What follows belongs to an exercise in optimizing a design on an open flow for small area and a short achievable clock period; a production flow would make more cautious choices.
In this exercise RTL edits were held to simulation tests only and were not proved equivalent to the original.
The clock input has no modelled driver; a real chip could not lean on it and would need a root buffer or a full tree.
Power and IR drop assume default switching activity.

File: flow/flow/run.sh
#!/bin/bash
# Standard ORFS layout (the standard.sh, unchanged synthesis, floorplan,
# placement and routing) with these changes:
#  * the clock tree is built without dummy balancing loads and with larger
#    sink clusters (fewer leaf buffers);
#  * each port gets a buf_2 as its port buffer;
set -euo pipefail
here=$(pwd)
bash standard.sh \
  "CTS_ARGS=-sink_clustering_enable -repair_clock_nets -dont_use_dummy_load -sink_clustering_size 22 -sink_clustering_max_diameter 120" \
  "BUFFER_PORTS_ARGS=-buffer_cell sky130_fd_sc_hd__buf_2" \
  "POST_CTS_TCL=$here/flow/clkroot.tcl" \
  finish > standard_flow.log 2>&1
File: flow/flow/clkroot.tcl
set block [ord::get_db_block]

proc loads {net} {
  set r {}
  foreach it [$net getITerms] { if {[$it isInputSignal]} { lappend r $it } }
  return $r
}

proc clkroot_run {block clk} {
set rootits [loads $clk]
if {[llength $rootits] != 1} { puts "CLKROOT: clock port drives [llength $rootits] pins, leaving the tree as it is"; return }
set root [[lindex $rootits 0] getInst]
set rootnet [[$root findITerm X] getNet]
set mids {}
foreach it [loads $rootnet] { lappend mids [$it getInst] }
set mids [lsort -command {apply {{a b} {string compare [$a getName] [$b getName]}}} $mids]
set n [llength $mids]
puts "CLKROOT: root [$root getName] drives $n buffers"
if {$n > 8} { puts "CLKROOT: too many second-level buffers, leaving the tree as it is"; return }

set groups {}
if {$n <= 4} {
  foreach m $mids { lappend groups [list $m] }
} else {
  for {set i 0} {$i < $n} {incr i 2} { lappend groups [lrange $mids $i [expr {$i+1}]] }
}

foreach g $groups {
  set keep [lindex $g 0]
  set knet [[$keep findITerm X] getNet]
  foreach other [lrange $g 1 end] {
    set onet [[$other findITerm X] getNet]
    foreach it [loads $onet] {
      $it disconnect
      $it connect $knet
    }
    [$other findITerm A] disconnect
    odb::dbInst_destroy $other
    odb::dbNet_destroy $onet
  }
  # move the survivor to the centroid of its loads
  set sx 0; set sy 0; set k 0
  foreach it [loads $knet] {
    set loc [[$it getInst] getLocation]
    incr sx [lindex $loc 0]; incr sy [lindex $loc 1]; incr k
  }
  if {$k > 0} {
    $keep setLocation [expr {$sx / $k}] [expr {$sy / $k}]
    $keep setPlacementStatus PLACED
  }
  set a [$keep findITerm A]
  $a disconnect
  $a connect $clk
  puts "CLKROOT: [$keep getName] now drives $k loads from the clock port"
}
[$root findITerm A] disconnect
odb::dbInst_destroy $root
odb::dbNet_destroy $rootnet
}

set clk [$block findNet [get_name [lindex [get_property [lindex [all_clocks] 0] sources] 0]]]
clkroot_run $block $clk
detailed_placement
estimate_parasitics -placement
repair_timing_helper
detailed_placement
check_placement -verbose
File: flow/standard.sh
#!/bin/bash
# synth_recipe.tcl (not shown) runs the flow's synth.tcl, then flattens the netlist and writes it again
# the make line also repeats each setting of config.mk as NAME=value (left out here)
make -C /OpenROAD-flow-scripts/flow DESIGN_CONFIG=/design/flow/config.mk WORK_HOME=/design/flow/orfs CLKGATE_MAP_FILE= SYNTH_SCRIPT=/design/flow/synth_recipe.tcl "${@:-finish}"
File: flow/config.mk
export PLATFORM = sky130hd
export DESIGN_NAME = mem_test_ram_responder
export DESIGN_NICKNAME = mem_test_ram_responder
export VERILOG_FILES = /design/flow/design.v
export SDC_FILE = /design/flow/constraint.sdc
export NUM_CORES = 4
export LEC_CHECK = 0
export ABC_CLOCK_PERIOD_IN_PS = 4500
export CAP_MARGIN = 20
export CORE_MARGIN = 2
export CORE_UTILIZATION = 50
export SETUP_SLACK_MARGIN = 3.1
export SLEW_MARGIN = 20
export SYNTH_HIERARCHICAL = 1
export SYNTH_MINIMUM_KEEP_SIZE = 0
File: flow/constraint.sdc
create_clock -name core_clock -period 5.5 [get_ports {i_clk}]
set_input_delay 1.1000 -clock core_clock [delete_from_list [all_inputs] [get_ports {i_clk}]]
set_output_delay 1.1000 -clock core_clock [all_outputs]
set_load 0.01 [all_outputs]
File: flow/design.v
module mem_test_ram_responder #(
    parameter int DATUM_WIDTH   = 8,
    parameter int ADDR_WIDTH    = 8,
    parameter int WRITE_LATENCY = 1,
    parameter int READ_LATENCY  = 2
) (
    input  logic                   i_clk,
    input  logic                   i_rst_n_async,
    input  logic                   i_wr_req,
    input  logic                   i_rd_req,
    input  logic [ADDR_WIDTH-1:0]  i_address,
    input  logic [DATUM_WIDTH-1:0] i_memory_data_write,
    input  logic                   i_fault_ena,
    input  logic [ADDR_WIDTH-1:0]  i_fault_addr,
    input  logic [DATUM_WIDTH-1:0] i_fault_mask,
    output logic                   o_memory_write_ready,
    output logic                   o_memory_read_valid,
    output logic [DATUM_WIDTH-1:0] o_memory_data_read,
    output logic                   o_busy
);
    localparam int DEPTH = 2 ** ADDR_WIDTH;
    localparam int W     = DATUM_WIDTH;
    localparam int LO_W  = ADDR_WIDTH / 2;
    localparam int HI_W  = ADDR_WIDTH - LO_W;
    localparam int N_LO  = 2 ** LO_W;
    localparam int N_HI  = 2 ** HI_W;
    logic                   busy_r;
    logic                   write_ready_r;
    logic                   read_wait_r;
    logic                   read_valid_r;
    logic [W-1:0]           data_read_r;
    logic                   commit_r;
    logic [N_LO-1:0]        lo_r;
    logic [N_HI-1:0]        hi_r;
    logic [W-1:0]           wdata_r;
    logic [W-1:0]           mask_r;
    logic [DEPTH*W-1:0]     mem_r;
    logic [DEPTH*W-1:0]     mem_d_s;
    logic                   accept_wr_s;
    logic                   accept_rd_s;
    logic [W-1:0]           rd_word_s;
    assign accept_wr_s = !busy_r && i_wr_req;
    assign accept_rd_s = !busy_r && !i_wr_req && i_rd_req;
    always_ff @(posedge i_clk) begin
        commit_r <= accept_wr_s;
        lo_r     <= N_LO'(1) << i_address[LO_W-1:0];
        hi_r     <= N_HI'(1) << i_address[ADDR_WIDTH-1:LO_W];
        wdata_r  <= i_memory_data_write;
        mask_r   <= (i_fault_ena && (i_fault_addr == i_address)) ? i_fault_mask : '0;
    end
    logic [N_LO-1:0]  wlo_s;
    logic [DEPTH-1:0] sel_n_s;
    logic [DEPTH-1:0] we_s;
    logic [DEPTH-1:0] we_n_s;
    assign wlo_s = lo_r & {N_LO{commit_r}};
    for (genvar k = 0; k < DEPTH; k++) begin : g_word
        assign sel_n_s[k] = ~(hi_r[k / N_LO] & lo_r[k % N_LO]);
        assign we_n_s[k]  = ~(hi_r[k / N_LO] & wlo_s[k % N_LO]);
        assign we_s[k]    = ~(~hi_r[k / N_LO] | ~wlo_s[k % N_LO]);
        for (genvar j = 0; j < W; j++) begin : g_bit
            rr_cell_a22o u_cell (
                .a1(mem_r[k*W+j]), .a2(we_n_s[k]),
                .b1(wdata_r[j]),   .b2(we_s[k]),
                .x(mem_d_s[k*W+j])
            );
        end
    end
    always_ff @(posedge i_clk) begin
        mem_r <= mem_d_s;
    end
    for (genvar j = 0; j < W; j++) begin : g_rd
        logic [DEPTH/2-1:0]   l0_s;
        logic [DEPTH/4-1:0]   l1_s;
        logic [DEPTH/8-1:0]   l2_s;
        logic [DEPTH/16-1:0]  l3_s;
        logic [DEPTH/32-1:0]  l4_s;
        logic [DEPTH/64-1:0]  l5_s;
        logic [DEPTH/128-1:0] l6_s;
        logic                 rd_s;
        for (genvar p = 0; p < DEPTH/2; p++) begin : g_l0
            rr_cell_o22ai u_cell (
                .a1(sel_n_s[2*p]),   .a2(mem_r[(2*p)*W+j]),
                .b1(sel_n_s[2*p+1]), .b2(mem_r[(2*p+1)*W+j]),
                .y(l0_s[p])
            );
        end
        for (genvar p = 0; p < DEPTH/4; p++) begin : g_l1
            rr_cell_nor2 u_cell (.a(l0_s[2*p+1:2*p]), .y(l1_s[p]));
        end
        for (genvar p = 0; p < DEPTH/8; p++) begin : g_l2
            rr_cell_nand2 u_cell (.a(l1_s[2*p+1:2*p]), .y(l2_s[p]));
        end
        for (genvar p = 0; p < DEPTH/16; p++) begin : g_l3
            rr_cell_nor2 u_cell (.a(l2_s[2*p+1:2*p]), .y(l3_s[p]));
        end
        for (genvar p = 0; p < DEPTH/32; p++) begin : g_l4
            rr_cell_nand2 u_cell (.a(l3_s[2*p+1:2*p]), .y(l4_s[p]));
        end
        for (genvar p = 0; p < DEPTH/64; p++) begin : g_l5
            rr_cell_nor2 u_cell (.a(l4_s[2*p+1:2*p]), .y(l5_s[p]));
        end
        for (genvar p = 0; p < DEPTH/128; p++) begin : g_l6
            rr_cell_nand2 u_cell (.a(l5_s[2*p+1:2*p]), .y(l6_s[p]));
        end
        assign rd_s         = ~|l6_s;
        assign rd_word_s[j] = rd_s ^ mask_r[j];
    end
    always_ff @(posedge i_clk or negedge i_rst_n_async) begin
        if (!i_rst_n_async) begin
            busy_r        <= 1'b0;
            write_ready_r <= 1'b0;
            read_wait_r   <= 1'b0;
            read_valid_r  <= 1'b0;
            data_read_r   <= '0;
        end else begin
            busy_r        <= accept_wr_s || accept_rd_s || read_wait_r;
            write_ready_r <= accept_wr_s;
            read_wait_r   <= accept_rd_s;
            read_valid_r  <= read_wait_r;
            if (read_wait_r) begin
                data_read_r <= rd_word_s;
            end
        end
    end
    assign o_memory_write_ready = write_ready_r;
    assign o_memory_read_valid  = read_valid_r;
    assign o_memory_data_read   = data_read_r;
    assign o_busy               = busy_r;
endmodule
module rr_cell_a22o (
    input  logic a1, a2, b1, b2,
    output logic x
);
    assign x = (a1 & a2) | (b1 & b2);
endmodule
module rr_cell_o22ai (
    input  logic a1, a2, b1, b2,
    output logic y
);
    assign y = ~((a1 | a2) & (b1 | b2));
endmodule
module rr_cell_nor2 (
    input  logic [1:0] a,
    output logic       y
);
    assign y = ~|a;
endmodule
module rr_cell_nand2 (
    input  logic [1:0] a,
    output logic       y
);
    assign y = ~&a;
endmodule
==> flow_summary.toml, run 1 <==
[cells_and_area]
fin_nets = 7366
final_layout_size_suffix_gt1_share_pct = 8.58
finalInstanceArea_um2 = 81700
num-fill-cells = 13000
postLayoutCoreUtil_pct = 55.2
synthToLayoutAreaGrowth_pct = 9.55
antenna_cells = 0
instances_no_fill = 9257

[critical_path]
start_kind = "flop"
crit_start = "lo_r[4]$_SDFF_PP0_"
required_ns = 5.97
crit_fanout = 18
endpoint = "data_read_r[7]$_DFFE_PN0P_"
r2r_start = "lo_r[4]$_SDFF_PP0_"
rr_worst_depth = 12
crit_type = "reg -> reg"
rrSetupSlack_ns = 3.05
endpoint_kind = "flop"
arrival_ns = 2.92
timing.rr.end = "data_read_r[7]$_DFFE_PN0P_"

[global_route]
overflow = 0
grt_pass1_wl_um = 354000
antenna_found_initial = 4
grt_usage_pct = 29.5
grt_max_degree = 144
grt_pass1_vias = 56500

[synth]
synth_enable_flop_cells = 0
yosys_warnings = 7
avgSynthCellArea_um2 = 10.4
syn-instance-count = 7205
ys_dominant_reg_cell = "dfxtp_1"
seq_area_frac_synth_pct = 56.7
syn_area_um2 = 74600
ys_seq_elements = 2109
synthArstFlopShare_pct = 0.569
synth.distinct_cells = 31
synth_nets = 7242

[sta]
finalSetupTns_ns = 0
fin_crit_sh_pct = 44.6
tightest_slew_ns = 1.09
period_needed_ns = 2.45
rsz0062_at_grt = "true"
final_hold_viol_count = 0
slew_headroom_pct = 26.4
setup_viol = 0
clock.fmax_ghz = 0.407
slew_viol_final = 0
skew_ns = 0.0267

[routing]
wl_um = 236000
drt_pass1_iterations = 6
viasPerCell = 6.50
vias = 60200
ant_nets = 0
drtIter0Drc = 5799
drc = 0
avgRoutedWirePerCell_um = 25.5

[floorplan]
num_rows = 141
die_x_um = 390
fp.coreArea_um2 = 148000
die-area_um2 = 152000
io_pins = 48
start_util_pct = 50.4
die_h_um = 390

[flow_run]
cap_violations = 0

[placed_design]
io_buffers = 47
dp.cells = 9111
dpl_cell_area_um2 = 77300
gp_congestion = 0.928
dpl.hpwl_um = 150000

[clock_network]
cts.sinks = 2109
cts.clk_slew.worst_paths_ns = 0.10
clock_latency_ns = 0.61

[worst_hold_path]
min_path_type = "in -> async"

[outcome]
outcome = "complete, no violations"

[power_and_ir_drop]
p_leak_nw = 35.0
p_per_area_nw_per_um2 = 314
vdd_ir_drop_max_mv = 0.329
## stage by stage
stage	hold WS, ns	total power, mW	setup slack [ns]
after floorplan	0.352	17.3	3.56
after global placement	0.466	18.0	2.24
after detailed placement	0.470	18.0	2.27
after global routing	0.373	26.5	2.97
final	0.374	25.7	3.05
## cell usage after synthesis (2+ instances only)
cell type	n	area share, %
a21oi_1	8	0.054
a22o_1	2048	24
and2_1	16	0.13
buf_1	6	0.030
buf_2	48	0.32
buf_4	10	0.10
buf_6	3	0.045
clkbuf_1	50	0.25
clkbuf_2	6	0.040
dfrtp_1	12	0.40
dfxtp_1	2097	56
inv_1	258	1.3
nand2_1	852	4.3
nand2b_1	7	0.059
nand3_1	8	0.054
nor2_1	707	3.6
nor3_1	12	0.081
nor4_1	9	0.075
o22ai_1	1024	8.6
or2b_1	2	0.020
xnor2_1	11	0.13
xnor2_2	2	0.044
## layer usage
layer	routed length [um]	global-route usage, %	up-vias
met3	17800	3.23	325
met2	101000	44.7	2332
met4	6510	8.26	2
li1	-	-	28000
met5	13	0	-
met1	110000	44.3	29500
## modules after synthesis (local to each module, per instance)
| module | copies in the design | area (um2) | flops+latches | cells inside |
|---|---|---|---|---|
| mem_test_ram_responder | 1 | 46500 | 2109 | 3125 |
| rr_cell_a22o | 2048 | 8.76 | 0 | 1 |
| rr_cell_o22ai | 1024 | 6.26 | 0 | 1 |
| rr_cell_nor2 | 672 | 3.75 | 0 | 1 |
| rr_cell_nand2 | 336 | 3.75 | 0 | 1 |
## placed cells by master, fill, tap and decap left out, types with 12 or more instances in the layout
cell	instances
inv_1	258
nor2_4	31
nand2_4	42
dfxtp_4	31
buf_12	28
nor3_1	12
nand2_2	170
buf_4	56
nor2_1	601
and2_2	16
nand2_1	639
buf_6	16
nor2_2	75
dfxtp_1	2057
clkbuf_16	101
buf_2	39
o22ai_1	1024
a22o_1	2048
## report_power, final
part	internal, mW	total [mW]	switching, mW
logic	0.684	1.57	0.886
clock network	3.19	7.88	4.69
registers	15.8	16.2	0.439
## layout make-up
cell class	instances	area, um2	area share [%]
Sequential cell	2109	42400	51.9
Inverter	258	968	1.18
Tap cell	1930	2410	2.95
Multi-Input combinational cell	4715	32000	39.1
Clock buffer	100	2500	3.06
Timing Repair Buffer	145	1470	1.80
## registers in the layout, summed over array words and instances (netlist names)
signal and count:
write_ready_r 1, hi_r 16, commit_r 1, data_read_r 8, lo_r 16, read_wait_r 1, mem_r 2048, busy_r 1
read_valid_r 1, wdata_r 8, mask_r 8
## logic make-up (layout without fill, tap and decap cells)
family          count (synthesis)  in the layout  share of synthesized area, %
compound gates               3083           3083                          32.7
xor+xnor                       13             13                         0.173
buf+inv                       381            503                          2.09
flops                        2109           2109                          56.7
simple gates                 1619           1619                          8.34
## critical path, stage by stage (launching register included)
cell and delay, ns:
dfxtp_4 0.44, buf_8 0.23, nand2_2 0.17, o22ai_1 0.12, nor2_1 0.23, nand2_1 0.09
nor2_1 0.18, nand2_4 0.14, nor2_4 0.21, nand2_1 0.07, nor2_1 0.17, xnor2_1 0.15
a21oi_1 0.08
## worst min path at each step
stage	from	to	cells after the start
after global routing	i_rst_n_async	read_wait_r$_DFF_PN0_	1
after detailed placement	mem_r[1251]$_DFF_P_	mem_r[1251]$_DFF_P_	1
final	i_rst_n_async	busy_r$_DFF_PN0_	1
after global placement	mem_r[369]$_DFF_P_	mem_r[369]$_DFF_P_	1
after floorplan	read_wait_r$_DFF_PN0_	read_valid_r$_DFF_PN0_	0
==> run 2: changes to the inputs <==
--- a/flow/flow/run.sh
+++ b/flow/flow/run.sh
@@ -9,3 +9,3 @@
 bash standard.sh \
-  "CTS_ARGS=-sink_clustering_enable -repair_clock_nets -dont_use_dummy_load -sink_clustering_size 22 -sink_clustering_max_diameter 120" \
+  "CTS_ARGS=-sink_clustering_enable -repair_clock_nets -dont_use_dummy_load -sink_clustering_size 26 -sink_clustering_max_diameter 150" \
   "BUFFER_PORTS_ARGS=-buffer_cell sky130_fd_sc_hd__buf_2" \
--- a/flow/config.mk
+++ b/flow/config.mk
@@ -10,3 +10,3 @@
 export CORE_MARGIN = 2
-export CORE_UTILIZATION = 50
+export CORE_UTILIZATION = 40
 export SETUP_SLACK_MARGIN = 3.1
==> run 2 against run 1 <==
Hold slack gained 0.042 ns. Critical path depth is the same. Via count grew 1.3%. Sequential share of layout area shrank 0.10 points. Combinational power shrank 3%. Fmax is essentially flat. Clock-buffer cell count shrank 14. Clock power shrank 6.0%. Still clean. Power shrank 1.7%.
==> flow_summary.toml, run 2 <==
[outcome]
outcome = "complete, no violations"

[critical_path]
rr_worst_depth = 12
crit_path_top_delay_cell = "dfxtp_4"
endpoint_kind = "flop"
crit_type = "reg -> reg"
start_kind = "flop"
crit_fanout = 8
critPathMaxStageDelay_ns = 0.45
crit_top_cell = "nor2_1"
rrSetupSlack_ns = 3.04
r2r_start = "lo_r[7]$_SDFF_PP0_"
path_cells = "buf_4, nand2_1, o22ai_1, nor2_1, nand2_1, nor2_1, nand2_2, nor2_1, nand2_1, nor2_1, xnor2_1, a21oi_1"
critical-path-top-delay-family = "simple AND/OR/NAND/NOR gates"
crit_buf_inv = 1
timing.rr.end = "data_read_r[6]$_DFFE_PN0P_"
arrival_ns = 2.89
required_ns = 5.94

[global_route]
grt_usage_pct = 24.5
grt_pass1_wl_um = 368000
antenna_found_initial = 4
grt_pass1_vias = 57600
overflow = 0
grt_max_degree = 131

[synth]
synth_nets = 7242
ys_top_cells_by_count = "dfxtp_1, a22o_1, o22ai_1, nand2_1, nor2_1"
synth.distinct_cells = 31
ys_dominant_reg_cell = "dfxtp_1"
yosys-top-cells-area = "dfxtp_1, a22o_1, o22ai_1"
synth_enable_flop_cells = 0
synthArstFlopShare_pct = 0.569
syn_area_um2 = 74600
ys_seq_elements = 2109
yosysMostFrequentCell = "dfxtp_1"
yosys_warnings = 7
avgSynthCellArea_um2 = 10.4
synth.top_cell.area_share_pct = 56.3
syn-instance-count = 7205
yosys.area.top_type = "dfxtp_1"
seq_area_frac_synth_pct = 56.7

[sta]
tightest_slew_ns = 1.03
rsz0062_at_grt = "true"
skew_ns = 0.0722
finalSetupTns_ns = 0
clock.fmax_ghz = 0.407
fin_crit_sh_pct = 44.7
setup_viol = 0
slew_headroom_pct = 31.3
whs_ns = 0.416
slew_viol_final = 0
period_needed_ns = 2.46
final_hold_viol_count = 0

[placed_design]
io_buffers = 47
dpl.hpwl_um = 153000
gp_congestion = 0.899

[routing]
drt_pass1_iterations = 6
vias = 60900
drc = 0
viasPerCell = 6.22
drtIter0Drc = 6039
ant_nets = 0
avgRoutedWirePerCell_um = 25.2
wl_um = 247000

[cells_and_area]
synthToLayoutAreaGrowth_pct = 9.83
final_layout_size_suffix_gt1_share_pct = 7.74
mostFrequentLayoutCells = "dfxtp_1, a22o_1, o22ai_1"
postLayoutCoreUtil_pct = 44.2
reg_top3 = "mem_r x2048, hi_r x16, lo_r x16"
fin_nets = 7356
multiInputGateArea_um2 = 31600
regArea_um2 = 42400
layout_commonest_cell = "dfxtp_1"
num-fill-cells = 17600
top_register = "mem_r"
largest_reg_flops = 2048

[floorplan]
die_h_um = 436
fp.coreArea_um2 = 185000
start_util_pct = 40.2
io_pins = 48
die_x_um = 436
num_rows = 158
die-area_um2 = 190000

[power_and_ir_drop]
total_power_mw = 25.2
p_per_area_nw_per_um2 = 308
vdd_ir_drop_max_mv = 0.316
p_leak_nw = 34.6

[clock_network]
clock_latency_ns = 0.60
cts.clk_slew.worst_paths_ns = 0.10
cts.sinks = 2109

[worst_hold_path]
min_path_type = "in -> async"

[flow_run]
cap_violations = 0
[run 2: cell counts after synthesis]
No cell type changed its count.
[run 2: cells by family after synthesis]
family | after synthesis | share of synthesized area [%]
DFF | 2109 | 56.7
and+or+nand+nor | 1619 | 8.34
AOI/OAI and AO/OA | 3083 | 32.7
xor gates and xnor gates | 13 | 0.173
buffers and inverters | 381 | 2.09
[run 2: worst max path at each step]
stage	from	slack [ns]	cells past startpoint	to
after floorplan	i_address[3]	3.56	4	mask_r[6]$_SDFF_PN0_
after global placement	lo_r[2]$_SDFF_PP0_	2.34	12	data_read_r[5]$_DFFE_PN0P_
after detailed placement	lo_r[2]$_SDFF_PP0_	2.37	12	data_read_r[5]$_DFFE_PN0P_
after global routing	lo_r[1]$_SDFF_PP0_	2.95	12	data_read_r[6]$_DFFE_PN0P_
final	lo_r[7]$_SDFF_PP0_	3.04	12	data_read_r[6]$_DFFE_PN0P_
[run 2: cell type report]
cell class	instances	share of cell area, %
Inverter	258	1.18
Tap cell	2480	3.79
Antenna cell	3	0.00916
Sequential cell	2109	51.8
Timing Repair Buffer	149	2.02
Clock buffer	86	2.63
Multi-Input combinational cell	4715	38.6
[run 2: per-layer routing]
| layer | track usage [%] | wire length, um |
|---|---|---|
| met2 | 37.8 | 108000 |
| met1 | 35.5 | 112000 |
| met4 | 8.17 | 8880 |
| met3 | 2.76 | 18200 |
| met5 | 0 | 0 |
[run 2: worst reg2reg max path, stage by stage, from the launching register on]
cell and delay (ns):
dfxtp_4 0.45, buf_4 0.20, nand2_1 0.20, o22ai_1 0.11, nor2_1 0.18, nand2_1 0.09
nor2_1 0.30, nand2_2 0.23, nor2_1 0.15, nand2_1 0.07, nor2_1 0.14, xnor2_1 0.12
a21oi_1 0.08
[run 2: metrics by stage]
stage / worst slack (ns) / instances / instance area (um2)
finish: 3.04 / 9800 / 81900
global route: 2.95 / 9797 / 81900
detailed placement: 2.37 / 9658 / 77900
global placement: 2.34 / 9658 / 77900
floorplan: 3.56 / 7205 / 74600
[run 2: per-module statistics from Yosys, one instance, submodules excluded]
module | cell area [um2] | cells
rr_cell_o22ai | 6.26 | 1
rr_cell_nor2 | 3.75 | 1
rr_cell_a22o | 8.76 | 1
mem_test_ram_responder | 46500 | 3125
rr_cell_nand2 | 3.75 | 1
[run 2: report_power, final]
part | internal (mW) | switching (mW)
combinational | 0.664 | 0.865
clock | 2.77 | 4.64
sequential | 15.8 | 0.489
total | 19.2 | 6.00
==> run 3: changes to the inputs <==
--- a/flow/design.v
+++ b/flow/design.v
@@ -23,5 +23,6 @@
     localparam int LO_W  = ADDR_WIDTH / 2;
-    localparam int HI_W  = ADDR_WIDTH - LO_W;
-    localparam int N_LO  = 2 ** LO_W;
+    localparam int HI_W  = ADDR_WIDTH - LO_W - 1;
+    localparam int N_LO  = 2 ** (LO_W + 1);
     localparam int N_HI  = 2 ** HI_W;
+    localparam int N_L16 = 2 ** LO_W;
     logic                   busy_r;
@@ -45,4 +46,4 @@
         commit_r <= accept_wr_s;
-        lo_r     <= N_LO'(1) << i_address[LO_W-1:0];
-        hi_r     <= N_HI'(1) << i_address[ADDR_WIDTH-1:LO_W];
+        lo_r     <= N_LO'(1) << {i_address[ADDR_WIDTH-1], i_address[LO_W-1:0]};
+        hi_r     <= N_HI'(1) << i_address[ADDR_WIDTH-2:LO_W];
         wdata_r  <= i_memory_data_write;
@@ -56,5 +57,7 @@
     for (genvar k = 0; k < DEPTH; k++) begin : g_word
-        assign sel_n_s[k] = ~(hi_r[k / N_LO] & lo_r[k % N_LO]);
-        assign we_n_s[k]  = ~(hi_r[k / N_LO] & wlo_s[k % N_LO]);
-        assign we_s[k]    = ~(~hi_r[k / N_LO] | ~wlo_s[k % N_LO]);
+        localparam int KH = (k / N_L16) % N_HI;
+        localparam int KL = (k / (N_L16 * N_HI)) * N_L16 + (k % N_L16);
+        assign sel_n_s[k] = ~(hi_r[KH] & lo_r[KL]);
+        assign we_n_s[k]  = ~(hi_r[KH] & wlo_s[KL]);
+        assign we_s[k]    = ~(~hi_r[KH] | ~wlo_s[KL]);
         for (genvar j = 0; j < W; j++) begin : g_bit
--- a/flow/flow/run.sh
+++ b/flow/flow/run.sh
@@ -9,3 +9,3 @@
 bash standard.sh \
-  "CTS_ARGS=-sink_clustering_enable -repair_clock_nets -dont_use_dummy_load -sink_clustering_size 26 -sink_clustering_max_diameter 150" \
+  "CTS_ARGS=-sink_clustering_enable -repair_clock_nets -dont_use_dummy_load -sink_clustering_size 22 -sink_clustering_max_diameter 120" \
   "BUFFER_PORTS_ARGS=-buffer_cell sky130_fd_sc_hd__buf_2" \
==> run 3 against run 2 <==
Clock-buffer cell count increased by 15. Utilization increased by 0.12 points. Area after synthesis increased by 0.42%. Global-route usage decreased by 1.1 points. Clock skew decreased by 0.026 ns. Routed wire length is 5.0% lower. Critical path type unchanged. Largest cell class unchanged. Highest routed layer unchanged.
==> flow_summary.toml, run 3 <==
[synth]
syn_area_um2 = 74900
yosys.area.top_type = "dfxtp_1"
synth.distinct_cells = 31
ys_seq_elements = 2117
avgSynthCellArea_um2 = 10.4
synth.top_cell.area_share_pct = 56.3
yosys-top-cells-area = "dfxtp_1, a22o_1, o22ai_1"
synth_enable_flop_cells = 0
seq_area_frac_synth_pct = 56.7
synthArstFlopShare_pct = 0.567
ys_dominant_reg_cell = "dfxtp_1"
yosys_warnings = 7
syn-instance-count = 7231
yosysMostFrequentCell = "dfxtp_1"
ys_top_cells_by_count = "dfxtp_1, a22o_1, o22ai_1, nand2_1, nor2_1"
synth_nets = 7268

[sta]
period_needed_ns = 2.43
skew_ns = 0.0462
setup_viol = 0
slew_viol_final = 0
slew_headroom_pct = 30.8
tightest_slew_ns = 1.04
finalSetupTns_ns = 0
fin_crit_sh_pct = 44.2
rsz0062_at_grt = "true"
final_hold_viol_count = 0
clock.fmax_ghz = 0.411

[global_route]
grt_pass1_vias = 57500
antenna_found_initial = 4
overflow = 0
global_route.usage.met2_pct = 36.1
grt_use_met1_pct = 33.7
grt_usage_pct = 23.4
busiest_layer = "met2"
grt_use_met3_pct = 3.10
grt_max_degree = 131
grt_pass1_wl_um = 355000

[placed_design]
gp_congestion = 0.915
dpl_cell_area_um2 = 78400
io_buffers = 47
dpl.hpwl_um = 147000

[routing]
viasPerCell = 6.12
drt_pass1_iterations = 6
wl_um = 235000
vias = 60100
drtIter0Drc = 5956
avgRoutedWirePerCell_um = 23.9
drc = 0
ant_nets = 0

[floorplan]
start_util_pct = 40.3
die-area_um2 = 191000
die_x_um = 437
die_h_um = 437
fp.coreArea_um2 = 186000
num_rows = 158
io_pins = 48

[critical_path]
endpoint_kind = "flop"
crit_path_top_delay_cell = "dfxtp_4"
path_cells = "buf_6, nand2_2, o22ai_1, nor2_1, nand2_1, nor2_1, nand2_1, nor2_1, nand2_2, nor2_1, xnor2_1, a21oi_1"
critPathMaxStageDelay_ns = 0.50
required_ns = 5.97
crit_buf_inv = 1
critical-path-top-delay-family = "simple AND/OR/NAND/NOR gates"
crit_top_cell = "nor2_1"
crit_type = "reg -> reg"
arrival_ns = 2.90
crit_fanout = 19
start_kind = "flop"

[power_and_ir_drop]
p_leak_nw = 35.1
vdd_ir_drop_max_mv = 0.352
p_int_mw = 19.8
switching_power_mw = 6.03
pwr-share-seq_pct = 63.2
p_clk_share_pct = 30.8
power_frac_comb_pct = 6.0
p_sw_share_pct = 23.4
p_per_area_nw_per_um2 = 313
total_power_mw = 25.8

[outcome]
outcome = "complete, no violations"

[cells_and_area]
num-fill-cells = 17700
top_register = "mem_r"
fin_nets = 7375
reg_top3 = "mem_r x2048, lo_r x32"
finalInstanceArea_um2 = 82300
largest_reg_flops = 2048
final_layout_size_suffix_gt1_share_pct = 7.44
synthToLayoutAreaGrowth_pct = 9.90
layout_commonest_cell = "dfxtp_1"
mostFrequentLayoutCells = "dfxtp_1, a22o_1, o22ai_1"

[clock_network]
clock_latency_ns = 0.62
cts.sinks = 2117
cts.clk_slew.worst_paths_ns = 0.09

[worst_hold_path]
min_path_type = "in -> async"

[flow_run]
cap_violations = 0
[run 3: cell families after synthesis]
| logic type | after synthesis | synth area share [%] |
|---|---|---|
| AO/OA/AOI/OAI | 3083 | 32.6 |
| XOR/XNOR | 13 | 0.277 |
| flip-flops | 2117 | 56.7 |
| buffers and inverters | 397 | 2.18 |
| AND/OR/NAND/NOR | 1621 | 8.30 |
[run 3: area by class of cell]
class | count | area, um2 | share of cell area [%]
timing repair buffer | 141 | 1330 | 1.62
inverter | 259 | 972 | 1.18
clock buffer | 101 | 2530 | 3.07
antenna | 6 | 15.0 | 0.0182
sequential | 2117 | 42600 | 51.7
tap | 2480 | 3100 | 3.77
multi-input combinational | 4718 | 31800 | 38.7
[run 3: power by group through the flow]
stage,Clock [mW],Sequential (mW),Combinational (mW)
after floorplan,0,16.6,0.772
after global placement,0,16.6,1.41
after detailed placement,0,16.6,1.43
after global routing,8.65,16.4,1.63
final,7.94,16.3,1.55
[run 3: path summary, 6_finish.rpt]
path	start	to	slack (ns)	depth (start not counted)
max in group asynchronous	i_rst_n_async	write_ready_r$_DFF_PN0_	4.68	1
worst min-delay path	i_rst_n_async	busy_r$_DFF_PN0_	0.43	1
worst min register to register	mem_r[541]$_DFF_P_	mem_r[541]$_DFF_P_	0.49	1
min in group core_clock	mem_r[541]$_DFF_P_	mem_r[541]$_DFF_P_	0.49	1
worst max register to register	hi_r[3]$_SDFF_PP0_	data_read_r[5]$_DFFE_PN0P_	3.07	12
worst max-delay path	hi_r[3]$_SDFF_PP0_	data_read_r[5]$_DFFE_PN0P_	3.07	12
[run 3: layer usage]
layer	up-vias	share of wire, %
met5	-	0
met4	0	3.1
met3	333	7.2
met2	2230	44
met1	29500	46
li1	28000	-
[run 3: Yosys stat by module, one instance, submodules excluded]
module / flip-flops and latches / cells inside
mem_test_ram_responder: 2117 / 3151
rr_cell_a22o: 0 / 1
rr_cell_o22ai: 0 / 1
rr_cell_nand2: 0 / 1
rr_cell_nor2: 0 / 1
[run 3: metrics by stage]
stage | std cells | utilization, % | setup WS [ns] | hold WS (ns)
2_1_floorplan | 7231 | - | 3.64 | 0.352
3_3_place_gp | 9694 | 42.2 | 2.25 | 0.464
3_5_place_dp | 9694 | 42.2 | 2.32 | 0.470
5_1_grt | 9822 | 44.3 | 3.01 | 0.417
6_report | 9822 | 44.3 | 3.07 | 0.427

[separate check: timing with driven ports]
How much do the figures lean on ideal ports? The routed layouts below were timed once more, with nothing changed but the port constraints. Step 1 assumes that a clkbuf_16 drives the clock port and a buf_2 every other input. Step 2 also shifts input and output timing later by t, the mid clock arrival at the registers, as if the neighbouring blocks saw the same clock. Three values: no drivers, after step 1, after step 2; two values: the first two.
| run | t (ns) | setup slack, ns | hold slack, ns | worst data-port slew with drivers (ns) |
|---|---|---|---|---|
| run 1 | 0.778 | 3.046 / 2.936 / 2.884 | 0.374 / 0.222 / 0.489 | 0.03 |
| run 2 | 0.739 | 3.043 / 2.981 / 3.043 | 0.416 / 0.261 / 0.493 | 0.04 |
| run 3 | 0.774 | 3.067 / 2.964 / 2.704 | 0.427 / 0.272 / 0.489 | 0.33 |
After both steps setup and hold are still met in every run listed. For run 3, which loses most, drivers alone change the setup slack by -0.103 ns; drivers and shift together by -0.363 ns.
